Background: an optimization exercise with open tools, aiming at small area, a short achievable clock period and few clock cycles. Do not read the settings as production practice. RTL that was checked went through simulation tests only; none was proved equivalent to the original. No activity file was given, so power comes from the tool's default toggle rates.

==> 07-28 <==
## rbt_send_top
module rbt_send_top (
    input  logic                       clk,
    input  logic                       rst,
    input  logic [64-1:0]     s_tdata,
    input  logic [8-1:0]     s_tkeep,
    input  logic                       s_tvalid,
    output logic                       s_tready,
    input  logic                       s_tlast,
    input  logic [16-1:0]     s_tuser,
    output logic [64-1:0]     m_tdata,
    output logic [8-1:0]     m_tkeep,
    output logic                       m_tvalid,
    input  logic                       m_tready,
    output logic                       m_tlast,
    output logic [16-1:0]     m_tuser,
    input  logic [16-1:0] csr_wr_addr,
    input  logic [32-1:0] csr_wr_data,
    input  logic                       csr_wr_en,
    output logic                       csr_wr_ack,
    input  logic [16-1:0] csr_rd_addr,
    input  logic                       csr_rd_en,
    output logic [32-1:0] csr_rd_data,
    output logic                       csr_rd_ack
);
Settings: LEC_CHECK=0, ABC_CLOCK_PERIOD_IN_PS=2500, CAP_MARGIN=20, CORE_MARGIN=2, CORE_UTILIZATION=55, CTS_CLUSTER_DIAMETER=100, CTS_CLUSTER_SIZE=25, SETUP_SLACK_MARGIN=3.0, SLEW_MARGIN=20; clock period 5.5 ns.
run.sh (not shown) runs the stock make flow with config.mk's settings and CLKGATE_MAP_FILE= SYNTH_SCRIPT=/design/flow/synth_recipe.tcl, a recipe that flattens the netlist after the stock synthesis.
==> inputs of 07-22, as changes to 07-28 <==
--- a/flow/design.v
+++ b/flow/design.v
@@ -27,42 +27,36 @@
     localparam logic [16-1:0] OUT_USER  = 16'h001C;
     logic [16-1:0] wr_word;
     logic [16-1:0] rd_word;
     logic                   wr_go;
     logic                   rd_go;
     logic                   clear_hit;
-    logic                   in_hit;
-    logic                   out_hit;
     logic [32-1:0] rd_mux;
     logic [32-1:0] scratch;
     logic [32-1:0] in_count;
     logic [32-1:0] out_count;
     logic [16-1:0] in_user;
     logic [16-1:0] out_user;
-    logic                   in_zero;
-    logic                   out_zero;
     function automatic logic is_mapped(input logic [16-1:0] addr);
         case (addr)
             SCRATCH, CLEAR, IN_COUNT, IN_USER, OUT_COUNT, OUT_USER: is_mapped = 1'b1;
             default: is_mapped = 1'b0;
         endcase
     endfunction
     assign wr_word = ({wr_addr[16-1:2], 2'b00});
     assign rd_word = ({rd_addr[16-1:2], 2'b00});
     assign wr_go = wr_en && !wr_ack;
     assign rd_go = rd_en && !rd_ack;
     assign clear_hit = wr_go && (wr_word == CLEAR) && wr_data[0];
-    assign in_hit = in_tvalid && in_tready && in_tlast;
-    assign out_hit = out_tvalid && out_tready && out_tlast;
     always_comb begin
         case (rd_word)
             SCRATCH:   rd_mux = scratch;
-            IN_COUNT:  rd_mux = in_zero ? '0 : in_count;
-            IN_USER:   rd_mux = in_zero ? '0 : {16'h0000, in_user};
-            OUT_COUNT: rd_mux = out_zero ? '0 : out_count;
-            OUT_USER:  rd_mux = out_zero ? '0 : {16'h0000, out_user};
+            IN_COUNT:  rd_mux = in_count;
+            IN_USER:   rd_mux = {16'h0000, in_user};
+            OUT_COUNT: rd_mux = out_count;
+            OUT_USER:  rd_mux = {16'h0000, out_user};
             default:   rd_mux = '0;
         endcase
     end
     always_ff @(posedge clk) begin
         if (rst) begin
             wr_ack <= 1'b0;
@@ -76,28 +70,26 @@
             if (wr_go && wr_word == SCRATCH) begin
                 scratch <= wr_data;
             end
         end
     end
     always_ff @(posedge clk) begin
-        if (rst) begin
-            in_zero <= 1'b1;
-            out_zero <= 1'b1;
+        if (rst || clear_hit) begin
+            in_count <= '0;
+            in_user <= '0;
+            out_count <= '0;
+            out_user <= '0;
         end else begin
-            in_zero <= clear_hit || (in_zero && !in_hit);
-            out_zero <= clear_hit || (out_zero && !out_hit);
-        end
-    end
-    always_ff @(posedge clk) begin
-        if (in_hit) begin
-            in_count <= in_zero ? 32'd1 : in_count + 1'b1;
-            in_user <= in_tuser;
-        end
-        if (out_hit) begin
-            out_count <= out_zero ? 32'd1 : out_count + 1'b1;
-            out_user <= out_tuser;
+            if (in_tvalid && in_tready && in_tlast) begin
+                in_count <= in_count + 1'b1;
+                in_user <= in_tuser;
+            end
+            if (out_tvalid && out_tready && out_tlast) begin
+                out_count <= out_count + 1'b1;
+                out_user <= out_tuser;
+            end
         end
     end
 endmodule
 `default_nettype wire
 `default_nettype none
 module rbt_send_top (
@@ -204,13 +196,12 @@
     always_comb begin
         seq_rd = '0;
         for (int i = 0; i < NFLOW; i++) begin
             seq_rd = seq_rd | (seq_ctr[i] & {16{h1_oh[i]}});
         end
     end
-    assign fwd = |(h1_oh & wb_oh);
     assign seq_v = fwd ? v_inc : seq_rd;
     assign sq_new = {h1_inc, seq_v};
     logic [ROWS-1:0] wr_nx;
     logic [ROWS-1:0] rd_nx;
     logic       one;
     logic       c30;
@@ -279,12 +270,13 @@
     end
     always_ff @(posedge clk) begin
         for (int i = 0; i < NFLOW; i++) begin
             h1_oh[i] <= (s_tdata[3:0] == 4'(i));
         end
         h1_inc <= !s_tdata[8];
+        fwd <= h1_valid && h1_inc && h1_oh[s_tdata[3:0]];
     end
     always_ff @(posedge clk) begin
         v_q <= seq_v;
         for (int i = 0; i < NFLOW; i++) begin
             wb_oh[i] <= !rst && h1_valid && h1_inc && h1_oh[i];
         end
Settings changed: CORE_UTILIZATION 55 to 58, CTS_CLUSTER_DIAMETER 100 to 150, CTS_CLUSTER_SIZE 25 to 20, SETUP_SLACK_MARGIN 3.0 to 3.15.
==> inputs of 02-12, as changes to 07-28 <==
--- a/flow/design.v
+++ b/flow/design.v
@@ -121,13 +121,13 @@
     output logic                       csr_wr_ack,
     input  logic [16-1:0] csr_rd_addr,
     input  logic                       csr_rd_en,
     output logic [32-1:0] csr_rd_data,
     output logic                       csr_rd_ack
 );
-    localparam int ROWS = 32 - 2;
+    localparam int ROWS = 32 - 1;
     localparam int W = 64 + 8 + 1 + 16;
     localparam int SEQ_LO = 8 + 1 + 16 + 16;
     localparam int TLAST_B = 16;
     localparam int NFLOW = 16;
     localparam int HMAX = 3;
     logic [ROWS-1:0][W-1:0] mem;
@@ -140,15 +140,12 @@
     logic            hd_first;
     logic [W-1:0]    din;
     logic [W-1:0]    head;
     logic [W-1:0]    head_st;
     logic [W-1:0]    or_q;
     logic            or_valid;
-    logic [W-1:0]    ox_q;
-    logic            ox_valid;
-    logic            ld_x;
     logic            push;
     logic            pop;
     logic            ld;
     logic            avail;
     logic            h1_valid;
     logic            h1_inc;
@@ -193,14 +190,13 @@
         head_st = head;
         if (hd_first && sq_head[16]) begin
             head_st[SEQ_LO +: 16] = sq_head[15:0];
         end
     end
     assign avail = ne_q && (!hd_first || (sq_cnt != 2'd0));
-    assign ld_x = !ox_valid || m_tready;
-    assign ld = !or_valid || ld_x;
+    assign ld = !or_valid || m_tready;
     assign pop = ld && avail;
     assign sq_push = h1_valid;
     assign sq_pop = pop && hd_first;
     always_comb begin
         seq_rd = '0;
         for (int i = 0; i < NFLOW; i++) begin
@@ -237,13 +233,12 @@
             full_q <= 1'b0;
             ne_q <= 1'b0;
             rdy_q <= 1'b1;
             in_first <= 1'b1;
             hd_first <= 1'b1;
             or_valid <= 1'b0;
-            ox_valid <= 1'b0;
             h1_valid <= 1'b0;
             sq_cnt <= '0;
             sq_wp <= {{(HMAX-1){1'b0}}, 1'b1};
             sq_rp <= {{(HMAX-1){1'b0}}, 1'b1};
         end else begin
             if (full_n) begin
@@ -261,15 +256,12 @@
             ne_q <= push || (ne_q && !(pop && one));
             in_first <= in_first_n;
             rdy_q <= !full_n && !(in_first_n && p3_n);
             if (ld) begin
                 or_valid <= avail;
             end
-            if (ld_x) begin
-                ox_valid <= or_valid;
-            end
             h1_valid <= h1_valid_n;
             sq_cnt <= sq_cnt + {1'b0, sq_push} - {1'b0, sq_pop};
             if (sq_push) begin
                 sq_wp <= {sq_wp[HMAX-2:0], sq_wp[HMAX-1]};
             end
             if (sq_pop) begin
@@ -304,36 +296,31 @@
             if (sq_push && sq_wp[k]) begin
                 sq[k] <= sq_new;
             end
         end
     end
     always_ff @(posedge clk) begin
-        if (ld) begin
-            or_q <= head_st;
-        end
-    end
-    always_ff @(posedge clk) begin
         if (rst) begin
-            ox_q <= '0;
-        end else if (ld_x) begin
-            ox_q <= or_q;
+            or_q <= '0;
+        end else if (ld) begin
+            or_q <= head_st;
         end
     end
-    assign m_tvalid = ox_valid;
-    assign {m_tdata, m_tkeep, m_tlast, m_tuser} = ox_q;
+    assign m_tvalid = or_valid;
+    assign {m_tdata, m_tkeep, m_tlast, m_tuser} = or_q;
     rbt_csr_regs csr_regs_inst (
         .clk        (clk),
         .rst        (rst),
         .in_tvalid  (s_tvalid),
         .in_tready  (rdy_q),
         .in_tlast   (s_tlast),
         .in_tuser   (s_tuser),
-        .out_tvalid (ox_valid),
+        .out_tvalid (or_valid),
         .out_tready (m_tready),
-        .out_tlast  (ox_q[TLAST_B]),
-        .out_tuser  (ox_q[16-1:0]),
+        .out_tlast  (or_q[TLAST_B]),
+        .out_tuser  (or_q[16-1:0]),
         .wr_addr    (csr_wr_addr),
         .wr_data    (csr_wr_data),
         .wr_en      (csr_wr_en),
         .wr_ack     (csr_wr_ack),
         .rd_addr    (csr_rd_addr),
         .rd_en      (csr_rd_en),
==> summary of the runs <==
- 07-28 produced a clean layout. 07-22 ran to the end with no violations. 02-12 finished clean.
- In critical path depth, 02-12 and 07-22 do not differ.
- Against 07-22, the flip-flop and latch count of 02-12 is higher by 2.
- In 07-28 the design area is smaller than in 02-12, by about 0.7%.
- The lowest maximum frequency belongs to 02-12, the highest to 07-22.
- In 07-28 the global-route usage is lower than in 07-22, by 3.1 points.
Testbench counts of 07-22, summed over its fixed seeds: cycles 16,423.
Function not checked in 07-28 and 02-12: the RTL went through the layout flow alone.

* * *

==> inputs of build 46 <==
Another version of the RTL of rbt_send_top (not shown whole).
make LEC_CHECK=0 ABC_CLOCK_PERIOD_IN_PS=2500 CAP_MARGIN=20 CORE_MARGIN=2 CORE_UTILIZATION=50 CTS_CLUSTER_DIAMETER=100 CTS_CLUSTER_SIZE=25 PLACE_DENSITY=0.72 SETUP_SLACK_MARGIN=3.0 SLEW_MARGIN=20 finish   # period 5.5 ns
==> build 52 (differences from build 46) <==
--- a/flow/design.v
+++ b/flow/design.v
@@ -25,46 +25,40 @@
     localparam logic [16-1:0] IN_USER   = 16'h0014;
     localparam logic [16-1:0] OUT_COUNT = 16'h0018;
     localparam logic [16-1:0] OUT_USER  = 16'h001C;
     logic [16-1:0] wr_word;
     logic [16-1:0] rd_word;
     logic                   wr_go;
     logic                   rd_go;
     logic                   clear_hit;
-    logic                   in_hit;
-    logic                   out_hit;
     logic [32-1:0] rd_mux;
     logic [32-1:0] scratch;
     logic [32-1:0] in_count;
     logic [32-1:0] out_count;
     logic [16-1:0] in_user;
     logic [16-1:0] out_user;
-    logic                   in_zero;
-    logic                   out_zero;
     function automatic logic is_mapped(input logic [16-1:0] addr);
         case (addr)
             SCRATCH, CLEAR, IN_COUNT, IN_USER, OUT_COUNT, OUT_USER: is_mapped = 1'b1;
             default: is_mapped = 1'b0;
         endcase
     endfunction
     assign wr_word = ({wr_addr[16-1:2], 2'b00});
     assign rd_word = ({rd_addr[16-1:2], 2'b00});
     assign wr_go = wr_en && !wr_ack;
     assign rd_go = rd_en && !rd_ack;
     assign clear_hit = wr_go && (wr_word == CLEAR) && wr_data[0];
-    assign in_hit = in_tvalid && in_tready && in_tlast;
-    assign out_hit = out_tvalid && out_tready && out_tlast;
     always_comb begin
         case (rd_word)
             SCRATCH:   rd_mux = scratch;
-            IN_COUNT:  rd_mux = in_zero ? '0 : in_count;
-            IN_USER:   rd_mux = in_zero ? '0 : {16'h0000, in_user};
-            OUT_COUNT: rd_mux = out_zero ? '0 : out_count;
-            OUT_USER:  rd_mux = out_zero ? '0 : {16'h0000, out_user};
+            IN_COUNT:  rd_mux = in_count;
+            IN_USER:   rd_mux = {16'h0000, in_user};
+            OUT_COUNT: rd_mux = out_count;
+            OUT_USER:  rd_mux = {16'h0000, out_user};
             default:   rd_mux = '0;
         endcase
     end
     always_ff @(posedge clk) begin
         if (rst) begin
             wr_ack <= 1'b0;
             rd_ack <= 1'b0;
             rd_data <= '0;
@@ -74,32 +68,30 @@
             rd_ack <= rd_go && is_mapped(rd_word);
             rd_data <= (rd_go && is_mapped(rd_word)) ? rd_mux : '0;
             if (wr_go && wr_word == SCRATCH) begin
                 scratch <= wr_data;
             end
         end
     end
     always_ff @(posedge clk) begin
-        if (rst) begin
-            in_zero <= 1'b1;
-            out_zero <= 1'b1;
+        if (rst || clear_hit) begin
+            in_count <= '0;
+            in_user <= '0;
+            out_count <= '0;
+            out_user <= '0;
         end else begin
-            in_zero <= clear_hit || (in_zero && !in_hit);
-            out_zero <= clear_hit || (out_zero && !out_hit);
-        end
-    end
-    always_ff @(posedge clk) begin
-        if (in_hit) begin
-            in_count <= in_zero ? 32'd1 : in_count + 1'b1;
-            in_user <= in_tuser;
-        end
-        if (out_hit) begin
-            out_count <= out_zero ? 32'd1 : out_count + 1'b1;
-            out_user <= out_tuser;
+            if (in_tvalid && in_tready && in_tlast) begin
+                in_count <= in_count + 1'b1;
+                in_user <= in_tuser;
+            end
+            if (out_tvalid && out_tready && out_tlast) begin
+                out_count <= out_count + 1'b1;
+                out_user <= out_tuser;
+            end
         end
     end
 endmodule
 `default_nettype wire
 `default_nettype none
 module rbt_send_top (
     input  logic                       clk,
     input  logic                       rst,
@@ -146,35 +138,29 @@
     logic            pop;
     logic            ld;
     logic            avail;
     logic            h1_valid;
     logic            h1_inc;
     logic [NFLOW-1:0] h1_oh;
     logic [15:0]     seq_ctr [NFLOW];
     logic [15:0]     seq_v;
-    logic [15:0]     seq_rd;
-    logic [15:0]     v_q;
-    logic [15:0]     v_inc;
-    logic [NFLOW-1:0] wb_oh;
-    logic [NFLOW-1:0] seq_wr;
-    logic            fwd;
     logic [16:0]     sq [HMAX];
     logic [1:0]      sq_cnt;
     logic            sq_push;
     logic            sq_pop;
     logic [16:0]     sq_new;
     assign din = {s_tdata, s_tkeep, s_tlast, s_tuser};
     assign push = s_tvalid && rdy_q;
     assign s_tready = rdy_q;
     genvar gi;
     generate
         for (gi = 0; gi < ROWS; gi++) begin : g_row
             always_ff @(posedge clk) begin
-                if (wr_oh[gi]) begin
+                if (wr_oh[gi] && rdy_q) begin
                     mem[gi] <= din;
                 end
             end
         end
     endgenerate
     always_comb begin
         head = '0;
         for (int i = 0; i < ROWS; i++) begin
@@ -186,109 +172,72 @@
         end
     end
     assign avail = (cnt != 5'd0) && (!hd_first || (sq_cnt != 2'd0));
     assign ld = !or_valid || m_tready;
     assign pop = ld && avail;
     assign sq_push = h1_valid;
     assign sq_pop = pop && hd_first;
     always_comb begin
-        seq_rd = '0;
+        seq_v = '0;
         for (int i = 0; i < NFLOW; i++) begin
-            seq_rd = seq_rd | (seq_ctr[i] & {16{h1_oh[i]}});
+            seq_v = seq_v | (seq_ctr[i] & {16{h1_oh[i]}});
         end
     end
-    assign fwd = |(h1_oh & wb_oh);
-    assign seq_v = fwd ? v_inc : seq_rd;
     assign sq_new = {h1_inc, seq_v};
     logic [4:0] cnt_n;
     logic [1:0] sq_cnt_n;
     logic       in_first_n;
     logic       h1_valid_n;
-    logic       full;
-    logic       full_n;
-    logic       c30;
-    logic       p2;
-    logic       p3;
-    logic       p3_n;
-    logic [4:0] cnt_up;
-    logic [4:0] cnt_dn;
-    assign full = (cnt == ROWS[4:0]);
-    assign c30 = (cnt == 5'(ROWS - 1));
-    assign cnt_up = cnt + 5'd1;
-    assign cnt_dn = cnt - 5'd1;
-    assign p2 = (({1'b0, h1_valid} + {1'b0, sq_cnt}) == 3'd2);
-    assign p3 = (({1'b0, h1_valid} + {1'b0, sq_cnt}) == 3'd3);
-    assign cnt_n = (push && !pop) ? cnt_up : ((pop && !push) ? cnt_dn : cnt);
-    assign full_n = !pop && (full || (push && c30));
+    assign cnt_n = cnt + {4'd0, push} - {4'd0, pop};
     assign sq_cnt_n = sq_cnt + {1'b0, sq_push} - {1'b0, sq_pop};
     assign in_first_n = push ? s_tlast : in_first;
     assign h1_valid_n = push && in_first;
-    assign p3_n = (p3 && !(sq_pop && !h1_valid_n)) || (p2 && h1_valid_n && !sq_pop);
     always_ff @(posedge clk) begin
         if (rst) begin
             wr_oh <= {{(ROWS-1){1'b0}}, 1'b1};
             rd_oh <= {{(ROWS-1){1'b0}}, 1'b1};
             cnt <= '0;
             rdy_q <= 1'b1;
             in_first <= 1'b1;
             hd_first <= 1'b1;
             or_valid <= 1'b0;
             h1_valid <= 1'b0;
             sq_cnt <= '0;
         end else begin
-            if (full_n) begin
-                wr_oh <= '0;
-            end else if (full) begin
-                wr_oh <= rd_oh;
-            end else if (push) begin
+            if (push) begin
                 wr_oh <= {wr_oh[ROWS-2:0], wr_oh[ROWS-1]};
             end
             if (pop) begin
                 rd_oh <= {rd_oh[ROWS-2:0], rd_oh[ROWS-1]};
                 hd_first <= head[TLAST_B];
             end
             cnt <= cnt_n;
             in_first <= in_first_n;
-            rdy_q <= !full_n && !(in_first_n && p3_n);
+            rdy_q <= (cnt_n != ROWS[4:0]) &&
+                     !(in_first_n && ({2'b00, h1_valid_n} + {1'b0, sq_cnt_n} >= 3'(HMAX)));
             if (ld) begin
                 or_valid <= avail;
             end
             h1_valid <= h1_valid_n;
             sq_cnt <= sq_cnt_n;
         end
     end
     always_ff @(posedge clk) begin
         for (int i = 0; i < NFLOW; i++) begin
             h1_oh[i] <= (s_tdata[3:0] == 4'(i));
         end
         h1_inc <= !s_tdata[8];
     end
     always_ff @(posedge clk) begin
-        v_q <= seq_v;
-        for (int i = 0; i < NFLOW; i++) begin
-            wb_oh[i] <= !rst && h1_valid && h1_inc && h1_oh[i];
-        end
-    end
-    assign v_inc = v_q + 16'd1;
-    always_ff @(posedge clk) begin
-        for (int i = 0; i < NFLOW; i++) begin
-            if (rst) begin
-                seq_wr[i] <= 1'b0;
-            end else if (wb_oh[i]) begin
-                seq_wr[i] <= 1'b1;
-            end
-        end
-    end
-    always_ff @(posedge clk) begin
         for (int i = 0; i < NFLOW; i++) begin
             if (rst) begin
                 seq_ctr[i] <= '0;
-            end else if (wb_oh[i]) begin
-                seq_ctr[i] <= v_inc;
+            end else if (h1_valid && h1_inc && h1_oh[i]) begin
+                seq_ctr[i] <= seq_v + 16'd1;
             end
         end
     end
     always_ff @(posedge clk) begin
         for (int k = 0; k < HMAX; k++) begin
             if (sq_pop) begin
                 if (k == HMAX - 1) begin
                     if (sq_push && sq_cnt == 2'(k + 1)) sq[k] <= sq_new;
@@ -298,19 +247,17 @@
                     sq[k] <= sq[k + 1];
                 end
             end else if (sq_push && sq_cnt == 2'(k)) begin
                 sq[k] <= sq_new;
             end
         end
     end
     always_ff @(posedge clk) begin
-        if (rst) begin
-            or_q <= '0;
-        end else if (ld) begin
+        if (ld) begin
             or_q <= head_st;
         end
     end
     assign m_tvalid = or_valid;
     assign {m_tdata, m_tkeep, m_tlast, m_tuser} = or_q;
     rbt_csr_regs csr_regs_inst (
         .clk        (clk),
         .rst        (rst),
ABC_CLOCK_PERIOD_IN_PS = 2200   (was 2500)
CORE_UTILIZATION = 40   (was 50)
CTS_CLUSTER_DIAMETER = default   (was 100)
CTS_CLUSTER_SIZE = default   (was 25)
PLACE_DENSITY = default   (was 0.72)
SETUP_SLACK_MARGIN = 3.3   (was 3.0)
==> build 69 (differences from build 46) <==
--- a/flow/design.v
+++ b/flow/design.v
@@ -119,54 +119,60 @@
     input  logic [32-1:0] csr_wr_data,
     input  logic                       csr_wr_en,
     output logic                       csr_wr_ack,
     input  logic [16-1:0] csr_rd_addr,
     input  logic                       csr_rd_en,
     output logic [32-1:0] csr_rd_data,
     output logic                       csr_rd_ack
 );
-    localparam int ROWS = 32 - 1;
+    localparam int ROWS = 32 - 2;
     localparam int W = 64 + 8 + 1 + 16;
     localparam int SEQ_LO = 8 + 1 + 16 + 16;
     localparam int TLAST_B = 16;
     localparam int NFLOW = 16;
     localparam int HMAX = 3;
     logic [ROWS-1:0][W-1:0] mem;
     logic [ROWS-1:0] wr_oh;
     logic [ROWS-1:0] rd_oh;
-    logic [4:0]      cnt;
+    logic            full_q;
+    logic            ne_q;
     logic            rdy_q;
     logic            in_first;
     logic            hd_first;
     logic [W-1:0]    din;
     logic [W-1:0]    head;
     logic [W-1:0]    head_st;
     logic [W-1:0]    or_q;
     logic            or_valid;
+    logic [W-1:0]    ox_q;
+    logic            ox_valid;
+    logic            ld_x;
     logic            push;
     logic            pop;
     logic            ld;
     logic            avail;
     logic            h1_valid;
     logic            h1_inc;
     logic [NFLOW-1:0] h1_oh;
     logic [15:0]     seq_ctr [NFLOW];
     logic [15:0]     seq_v;
     logic [15:0]     seq_rd;
     logic [15:0]     v_q;
     logic [15:0]     v_inc;
     logic [NFLOW-1:0] wb_oh;
-    logic [NFLOW-1:0] seq_wr;
     logic            fwd;
     logic [16:0]     sq [HMAX];
+    logic [HMAX-1:0] sq_wp;
+    logic [HMAX-1:0] sq_rp;
     logic [1:0]      sq_cnt;
     logic            sq_push;
     logic            sq_pop;
     logic [16:0]     sq_new;
+    logic [16:0]     sq_head;
     assign din = {s_tdata, s_tkeep, s_tlast, s_tuser};
     assign push = s_tvalid && rdy_q;
     assign s_tready = rdy_q;
     genvar gi;
     generate
         for (gi = 0; gi < ROWS; gi++) begin : g_row
             always_ff @(posedge clk) begin
                 if (wr_oh[gi]) begin
@@ -175,158 +181,161 @@
             end
         end
     endgenerate
     always_comb begin
         head = '0;
         for (int i = 0; i < ROWS; i++) begin
             head = head | (mem[i] & {W{rd_oh[i]}});
         end
+        sq_head = '0;
+        for (int k = 0; k < HMAX; k++) begin
+            sq_head = sq_head | (sq[k] & {17{sq_rp[k]}});
+        end
         head_st = head;
-        if (hd_first && sq[0][16]) begin
-            head_st[SEQ_LO +: 16] = sq[0][15:0];
+        if (hd_first && sq_head[16]) begin
+            head_st[SEQ_LO +: 16] = sq_head[15:0];
         end
     end
-    assign avail = (cnt != 5'd0) && (!hd_first || (sq_cnt != 2'd0));
-    assign ld = !or_valid || m_tready;
+    assign avail = ne_q && (!hd_first || (sq_cnt != 2'd0));
+    assign ld_x = !ox_valid || m_tready;
+    assign ld = !or_valid || ld_x;
     assign pop = ld && avail;
     assign sq_push = h1_valid;
     assign sq_pop = pop && hd_first;
     always_comb begin
         seq_rd = '0;
         for (int i = 0; i < NFLOW; i++) begin
             seq_rd = seq_rd | (seq_ctr[i] & {16{h1_oh[i]}});
         end
     end
-    assign fwd = |(h1_oh & wb_oh);
     assign seq_v = fwd ? v_inc : seq_rd;
     assign sq_new = {h1_inc, seq_v};
-    logic [4:0] cnt_n;
-    logic [1:0] sq_cnt_n;
+    logic [ROWS-1:0] wr_nx;
+    logic [ROWS-1:0] rd_nx;
+    logic       one;
+    logic       c30;
+    logic       full_n;
     logic       in_first_n;
     logic       h1_valid_n;
-    logic       full;
-    logic       full_n;
-    logic       c30;
     logic       p2;
     logic       p3;
     logic       p3_n;
-    logic [4:0] cnt_up;
-    logic [4:0] cnt_dn;
-    assign full = (cnt == ROWS[4:0]);
-    assign c30 = (cnt == 5'(ROWS - 1));
-    assign cnt_up = cnt + 5'd1;
-    assign cnt_dn = cnt - 5'd1;
+    assign wr_nx = {wr_oh[ROWS-2:0], wr_oh[ROWS-1]};
+    assign rd_nx = {rd_oh[ROWS-2:0], rd_oh[ROWS-1]};
+    assign one = |(wr_oh & rd_nx);
+    assign c30 = |(wr_nx & rd_oh);
     assign p2 = (({1'b0, h1_valid} + {1'b0, sq_cnt}) == 3'd2);
     assign p3 = (({1'b0, h1_valid} + {1'b0, sq_cnt}) == 3'd3);
-    assign cnt_n = (push && !pop) ? cnt_up : ((pop && !push) ? cnt_dn : cnt);
-    assign full_n = !pop && (full || (push && c30));
-    assign sq_cnt_n = sq_cnt + {1'b0, sq_push} - {1'b0, sq_pop};
+    assign full_n = !pop && (full_q || (push && c30));
     assign in_first_n = push ? s_tlast : in_first;
     assign h1_valid_n = push && in_first;
     assign p3_n = (p3 && !(sq_pop && !h1_valid_n)) || (p2 && h1_valid_n && !sq_pop);
     always_ff @(posedge clk) begin
         if (rst) begin
             wr_oh <= {{(ROWS-1){1'b0}}, 1'b1};
             rd_oh <= {{(ROWS-1){1'b0}}, 1'b1};
-            cnt <= '0;
+            full_q <= 1'b0;
+            ne_q <= 1'b0;
             rdy_q <= 1'b1;
             in_first <= 1'b1;
             hd_first <= 1'b1;
             or_valid <= 1'b0;
+            ox_valid <= 1'b0;
             h1_valid <= 1'b0;
             sq_cnt <= '0;
+            sq_wp <= {{(HMAX-1){1'b0}}, 1'b1};
+            sq_rp <= {{(HMAX-1){1'b0}}, 1'b1};
         end else begin
             if (full_n) begin
                 wr_oh <= '0;
-            end else if (full) begin
+            end else if (full_q) begin
                 wr_oh <= rd_oh;
             end else if (push) begin
-                wr_oh <= {wr_oh[ROWS-2:0], wr_oh[ROWS-1]};
+                wr_oh <= wr_nx;
             end
             if (pop) begin
-                rd_oh <= {rd_oh[ROWS-2:0], rd_oh[ROWS-1]};
+                rd_oh <= rd_nx;
                 hd_first <= head[TLAST_B];
             end
-            cnt <= cnt_n;
+            full_q <= full_n;
+            ne_q <= push || (ne_q && !(pop && one));
             in_first <= in_first_n;
             rdy_q <= !full_n && !(in_first_n && p3_n);
             if (ld) begin
                 or_valid <= avail;
             end
+            if (ld_x) begin
+                ox_valid <= or_valid;
+            end
             h1_valid <= h1_valid_n;
-            sq_cnt <= sq_cnt_n;
+            sq_cnt <= sq_cnt + {1'b0, sq_push} - {1'b0, sq_pop};
+            if (sq_push) begin
+                sq_wp <= {sq_wp[HMAX-2:0], sq_wp[HMAX-1]};
+            end
+            if (sq_pop) begin
+                sq_rp <= {sq_rp[HMAX-2:0], sq_rp[HMAX-1]};
+            end
         end
     end
     always_ff @(posedge clk) begin
         for (int i = 0; i < NFLOW; i++) begin
             h1_oh[i] <= (s_tdata[3:0] == 4'(i));
         end
         h1_inc <= !s_tdata[8];
+        fwd <= h1_valid && h1_inc && h1_oh[s_tdata[3:0]];
     end
     always_ff @(posedge clk) begin
         v_q <= seq_v;
         for (int i = 0; i < NFLOW; i++) begin
             wb_oh[i] <= !rst && h1_valid && h1_inc && h1_oh[i];
         end
     end
     assign v_inc = v_q + 16'd1;
     always_ff @(posedge clk) begin
         for (int i = 0; i < NFLOW; i++) begin
             if (rst) begin
-                seq_wr[i] <= 1'b0;
-            end else if (wb_oh[i]) begin
-                seq_wr[i] <= 1'b1;
-            end
-        end
-    end
-    always_ff @(posedge clk) begin
-        for (int i = 0; i < NFLOW; i++) begin
-            if (rst) begin
                 seq_ctr[i] <= '0;
             end else if (wb_oh[i]) begin
                 seq_ctr[i] <= v_inc;
             end
         end
     end
     always_ff @(posedge clk) begin
         for (int k = 0; k < HMAX; k++) begin
-            if (sq_pop) begin
-                if (k == HMAX - 1) begin
-                    if (sq_push && sq_cnt == 2'(k + 1)) sq[k] <= sq_new;
-                end else if (sq_push && sq_cnt == 2'(k + 1)) begin
-                    sq[k] <= sq_new;
-                end else begin
-                    sq[k] <= sq[k + 1];
-                end
-            end else if (sq_push && sq_cnt == 2'(k)) begin
+            if (sq_push && sq_wp[k]) begin
                 sq[k] <= sq_new;
             end
         end
     end
     always_ff @(posedge clk) begin
-        if (rst) begin
-            or_q <= '0;
-        end else if (ld) begin
+        if (ld) begin
             or_q <= head_st;
         end
     end
-    assign m_tvalid = or_valid;
-    assign {m_tdata, m_tkeep, m_tlast, m_tuser} = or_q;
+    always_ff @(posedge clk) begin
+        if (rst) begin
+            ox_q <= '0;
+        end else if (ld_x) begin
+            ox_q <= or_q;
+        end
+    end
+    assign m_tvalid = ox_valid;
+    assign {m_tdata, m_tkeep, m_tlast, m_tuser} = ox_q;
     rbt_csr_regs csr_regs_inst (
         .clk        (clk),
         .rst        (rst),
         .in_tvalid  (s_tvalid),
         .in_tready  (rdy_q),
         .in_tlast   (s_tlast),
         .in_tuser   (s_tuser),
-        .out_tvalid (or_valid),
+        .out_tvalid (ox_valid),
         .out_tready (m_tready),
-        .out_tlast  (or_q[TLAST_B]),
-        .out_tuser  (or_q[16-1:0]),
+        .out_tlast  (ox_q[TLAST_B]),
+        .out_tuser  (ox_q[16-1:0]),
         .wr_addr    (csr_wr_addr),
         .wr_data    (csr_wr_data),
         .wr_en      (csr_wr_en),
         .wr_ack     (csr_wr_ack),
         .rd_addr    (csr_rd_addr),
         .rd_en      (csr_rd_en),
         .rd_data    (csr_rd_data),
         .rd_ack     (csr_rd_ack)
CORE_UTILIZATION = 55   (was 50)
PLACE_DENSITY = default   (was 0.72)
==> trial 86 (differences from build 46) <==
--- a/flow/design.v
+++ b/flow/design.v
@@ -188,17 +188,17 @@
     assign avail = (cnt != 5'd0) && (!hd_first || (sq_cnt != 2'd0));
     assign ld = !or_valid || m_tready;
     assign pop = ld && avail;
     assign sq_push = h1_valid;
     assign sq_pop = pop && hd_first;
     always_comb begin
         seq_rd = '0;
         for (int i = 0; i < NFLOW; i++) begin
-            seq_rd = seq_rd | (seq_ctr[i] & {16{h1_oh[i]}});
+            seq_rd = seq_rd | (seq_ctr[i] & {16{h1_oh[i] && seq_wr[i]}});
         end
     end
     assign fwd = |(h1_oh & wb_oh);
     assign seq_v = fwd ? v_inc : seq_rd;
     assign sq_new = {h1_inc, seq_v};
     logic [4:0] cnt_n;
     logic [1:0] sq_cnt_n;
     logic       in_first_n;
@@ -275,19 +275,17 @@
                 seq_wr[i] <= 1'b0;
             end else if (wb_oh[i]) begin
                 seq_wr[i] <= 1'b1;
             end
         end
     end
     always_ff @(posedge clk) begin
         for (int i = 0; i < NFLOW; i++) begin
-            if (rst) begin
-                seq_ctr[i] <= '0;
-            end else if (wb_oh[i]) begin
+            if (wb_oh[i]) begin
                 seq_ctr[i] <= v_inc;
             end
         end
     end
     always_ff @(posedge clk) begin
         for (int k = 0; k < HMAX; k++) begin
             if (sq_pop) begin
                 if (k == HMAX - 1) begin
PLACE_DENSITY = default   (was 0.72)
==> comparison <==
Of build 69 and build 52, build 52 has the higher final area (gap 15%, measured against build 52).
Between trial 86 and build 69, the lower first-iteration DRC count is in trial 86 (gap 8.1%, measured against build 69).
Against build 69, the non-clock buffer count of build 52 is higher by 596.
Against build 46, the combinational power of build 69 is lower by 38%.
Setup slack, lowest first: build 52, trial 86, build 46, build 69.
Sequential share of layout area: build 52 < build 46 < build 69 < trial 86.
Between build 46 and build 69, the lower synthesized cell count is in build 46 (gap 1.9%, measured against build 69).
Total power, lowest first: build 69, build 46, trial 86, build 52.
Testbench counts of build 69, summed over its fixed seeds: cycles 16,423.
The RTL of build 46, build 52 and trial 86 was laid out without a check of its function.

[re-timing with driven ports]
No port has a modelled driver above. Below, the same layouts with a new extraction and two added sets of constraints.
Step 1 sets driving cells, clkbuf_16 on the clock port and buf_2 on the other inputs (assumed; they add their load-dependent delay and slew).
Step 2 moves the port delays by t, midway between the first and last clock arrival at a register: inputs arrive t later, outputs are due t later. That takes back most of the time a late clock gives input paths.
Slacks: ideal ports / drivers / drivers and shift; pairs: ideal ports / drivers.
run	t (ns)	setup WS [ns]	worst setup path after step 2	worst register clock-pin slew, ns
07-28	0.960	2.946 / 2.853 / 2.101	input to register	0.12 / 0.12
07-22	0.978	2.962 / 2.863 / 2.266	input to register	0.10 / 0.10
02-12	0.985	2.914 / 2.809 / 2.126	input to register	0.11 / 0.11
build 46	0.965	2.873 / 2.848 / 1.911	input to register	0.10 / 0.10
build 52	1.038	2.515 / 2.408 / 1.882	input to register	0.07 / 0.07
build 69	0.968	2.957 / 2.859 / 2.139	input to register	0.11 / 0.11
trial 86	0.960	2.854 / 2.835 / 2.043	input to register	0.11 / 0.11
After both steps setup and hold are still met in every run listed. For build 46, which loses most, drivers alone change the setup slack by -0.025 ns; drivers and shift together by -0.962 ns.
